What follows belongs to an exercise in optimizing a design on an open flow for small area; a production flow would make more cautious choices.
Function was checked by simulation only, so behaviour that the tests miss may differ from the original.
Power and IR drop assume default switching activity.

## pdp8_trace_capture
module pdp8_trace_capture #(
    parameter int unsigned DEPTH  = 64,
    parameter int unsigned WORD_W = 12,
    parameter int unsigned LOST_W = 16
) (
    input  logic                     clk,
    input  logic                     reset,
    input  logic                     trace_en,
    input  logic                     mode_wrap,
    input  logic                     inst_valid,
    input  logic [WORD_W-1:0]        inst_pc,
    input  logic [WORD_W-1:0]        inst_ir,
    input  logic [WORD_W-1:0]        inst_ac,
    input  logic                     inst_lk,
    input  logic                     mem_valid,
    input  logic [WORD_W-1:0]        mem_addr,
    input  logic [WORD_W-1:0]        mem_data,
    input  logic                     mem_we,
    input  logic                     mem_ifetch,
    input  logic                     br_valid,
    input  logic [WORD_W-1:0]        br_pc,
    input  logic [WORD_W-1:0]        br_target,
    input  logic [1:0]               br_kind,
    input  logic                     br_taken,
    output logic                     out_valid,
    input  logic                     out_ready,
    output logic [2+3*WORD_W+4-1:0]  out_data,
    output logic [$clog2(DEPTH):0]   count,
    output logic [LOST_W-1:0]        lost_count
);
clock: 6.0 ns
lec_check: 0
cap_margin: 20
core_margin: 2
core_utilization: 40
cts_buf_list: sky130_fd_sc_hd__clkbuf_8
cts_cluster_diameter: 80
cts_cluster_size: 16
place_density: 0.55
slew_margin: 20
synth_hierarchical: 1
synth_minimum_keep_size: 0
standard.sh (not shown) runs the stock make flow with config.mk's settings and CLKGATE_MAP_FILE= SYNTH_SCRIPT=/design/flow/synth_recipe.tcl, a recipe that flattens the netlist after the stock synthesis.
==> flow/flow/run.sh <==
#!/bin/bash
# The standard layout, with the smallest plain buffer for the port buffers
# (one buffer on every input and output port, as the standard flow places them).
set -euo pipefail
bash standard.sh BUFFER_PORTS_ARGS="-buffer_cell sky130_fd_sc_hd__buf_1" finish > standard_make.log 2>&1
Edit:
- CORE_UTILIZATION: 40 -> 58
- CTS_CLUSTER_SIZE: 16 -> 14
- PLACE_DENSITY: 0.55 -> 0.72
Outcome:
- The changed run went through all stages and came out clean
- sequential cell count does not change
- sequential power stays flat
- synthesized cell count is unchanged
- combinational power hardly moves
- clock-buffer cell count climbs by 24
- die area came out lower by about 30%
- via count went up by about 1.4%
- wire length goes down by about 10%
Edit:
==> flow/run.sh (new file) <==
#!/bin/bash
# synth_recipe.tcl (not shown) runs the flow's synth.tcl, then flattens the netlist and writes it again
# the make line also repeats each setting of config.mk as NAME=value (left out here)
make -C /OpenROAD-flow-scripts/flow DESIGN_CONFIG=/design/flow/config.mk WORK_HOME=/design/flow/orfs CLKGATE_MAP_FILE= SYNTH_SCRIPT=/design/flow/synth_recipe.tcl finish
- CORE_UTILIZATION: 58 -> 40
- PLACE_DENSITY: 0.72 -> 0.55
- SETUP_SLACK_MARGIN: default -> 0.1
removed: flow/flow/run.sh
removed: flow/standard.sh
Result: The new run completed with no timing, DRC or antenna violations. Cell area came out higher by about 3.5%. Setup slack gets worse by 36 ps. Total power came out higher by 2.3%. Register-to-register slack gets better by 200 ps. Combinational power came out higher by 11%. Count of clock-buffer cells in the layout came out higher by 1. Sequential power is about the same. Sequential share of layout area came out lower by 2.0 points. Critical path depth is unchanged. Utilization came out lower by 18 points.
Edit:
==> flow/flow/run.sh (new file) <==
#!/bin/bash
# The standard layout, with the smallest plain buffer for the port buffers
# (one buffer on every input and output port, as the standard flow places them).
set -euo pipefail
bash standard.sh BUFFER_PORTS_ARGS="-buffer_cell sky130_fd_sc_hd__buf_1" finish > standard_make.log 2>&1
==> flow/standard.sh (new file) <==
#!/bin/bash
# synth_recipe.tcl (not shown) runs the flow's synth.tcl, then flattens the netlist and writes it again
# the make line also repeats each setting of config.mk as NAME=value (left out here)
make -C /OpenROAD-flow-scripts/flow DESIGN_CONFIG=/design/flow/config.mk WORK_HOME=/design/flow/orfs CLKGATE_MAP_FILE= SYNTH_SCRIPT=/design/flow/synth_recipe.tcl "${@:-finish}"
- CORE_UTILIZATION: 40 -> 50
- PLACE_DENSITY: 0.55 -> 0.65
- SETUP_SLACK_MARGIN: 0.1 -> default
removed: flow/run.sh
The changed run finished with timing, DRC and antenna clean.
Power is lower by a few percent.
Setup slack improved by 200 ps.
Combinational power is lower by roughly a tenth.
Non-clock buffer count is lower by 55.
Sequential cell count does not change.
Final cell count is lower by a few percent.
Utilization is higher by 9.6 points.
Wire length is lower by a little under a tenth.
Maximum frequency is higher by a few percent.
Synthesized cell count is unchanged.
Edit:
- CORE_UTILIZATION: 50 -> 65
- CTS_CLUSTER_SIZE: 14 -> 16
- PLACE_DENSITY: 0.65 -> 0.8
Result: Sequential power hardly moves; via count came out higher by 0.40%; non-clock buffer count stays the same; worst setup slack gains 32 ps; design area came out lower by 1.2%; sequential share of layout area came out higher by 0.69 points; wire length came out lower by 9.2%; critical path depth came out higher by 1; sequential cell count does not change; die area came out lower by 23%.
Edit:
- CORE_UTILIZATION: 65 -> 40
- CTS_CLUSTER_SIZE: 16 -> 14
- PLACE_DENSITY: 0.8 -> 0.55
Worst setup slack gets worse by 45 ps.
Clock power grows by a little under a tenth.
Count of clock-buffer cells in the layout grows by 18.
Total power grows slightly.
Cell count grows by roughly a tenth.
Via count shrinks slightly.
Fmax shrinks slightly.
Cell area grows by a few percent.
Die area grows by well over a third.
Wire length grows by about a fifth.
Sequential share of layout area shrinks by 1.4 points.

-- what the ideal ports hide --
The flow's constraints put no driver on any port. The routed layouts listed below were extracted and timed again, unchanged, in two steps. Step 1 assumes that a clkbuf_16 drives the clock port and a buf_2 every other input. Step 2 also shifts input and output timing later by t, the mid clock arrival at the registers, as if the neighbouring blocks saw the same clock. Three values: no drivers, after step 1, after step 2; two values: the first two.
| run | shift t [ns] | setup WS [ns] | hold slack, ns | clock arrival spread, ns | worst register clock-pin slew, ns |
|---|---|---|---|---|---|
| the first run | 1.074 | 0.244 / 0.160 / 0.269 | 0.354 / 0.298 / 0.354 | 0.076 / 0.076 | 0.11 / 0.11 |
| the second run | 1.050 | 0.037 / -0.043 / 0.459 | 0.374 / 0.320 / 0.378 | 0.065 / 0.065 | 0.10 / 0.10 |
| the third run | 1.084 | 0.001 / -0.086 / 0.305 | 0.377 / 0.377 / 0.377 | 0.061 / 0.062 | 0.10 / 0.10 |
| the fourth run | 1.060 | 0.204 / 0.123 / 0.601 | 0.349 / 0.296 / 0.349 | 0.071 / 0.071 | 0.10 / 0.10 |
| the fifth run | 1.017 | 0.236 / 0.163 / 0.278 | 0.365 / 0.331 / 0.365 | 0.070 / 0.070 | 0.11 / 0.11 |
| the sixth run | 1.110 | 0.191 / 0.105 / 0.279 | 0.323 / 0.266 / 0.356 | 0.088 / 0.088 | 0.10 / 0.10 |
After both steps every run listed still meets setup and hold.
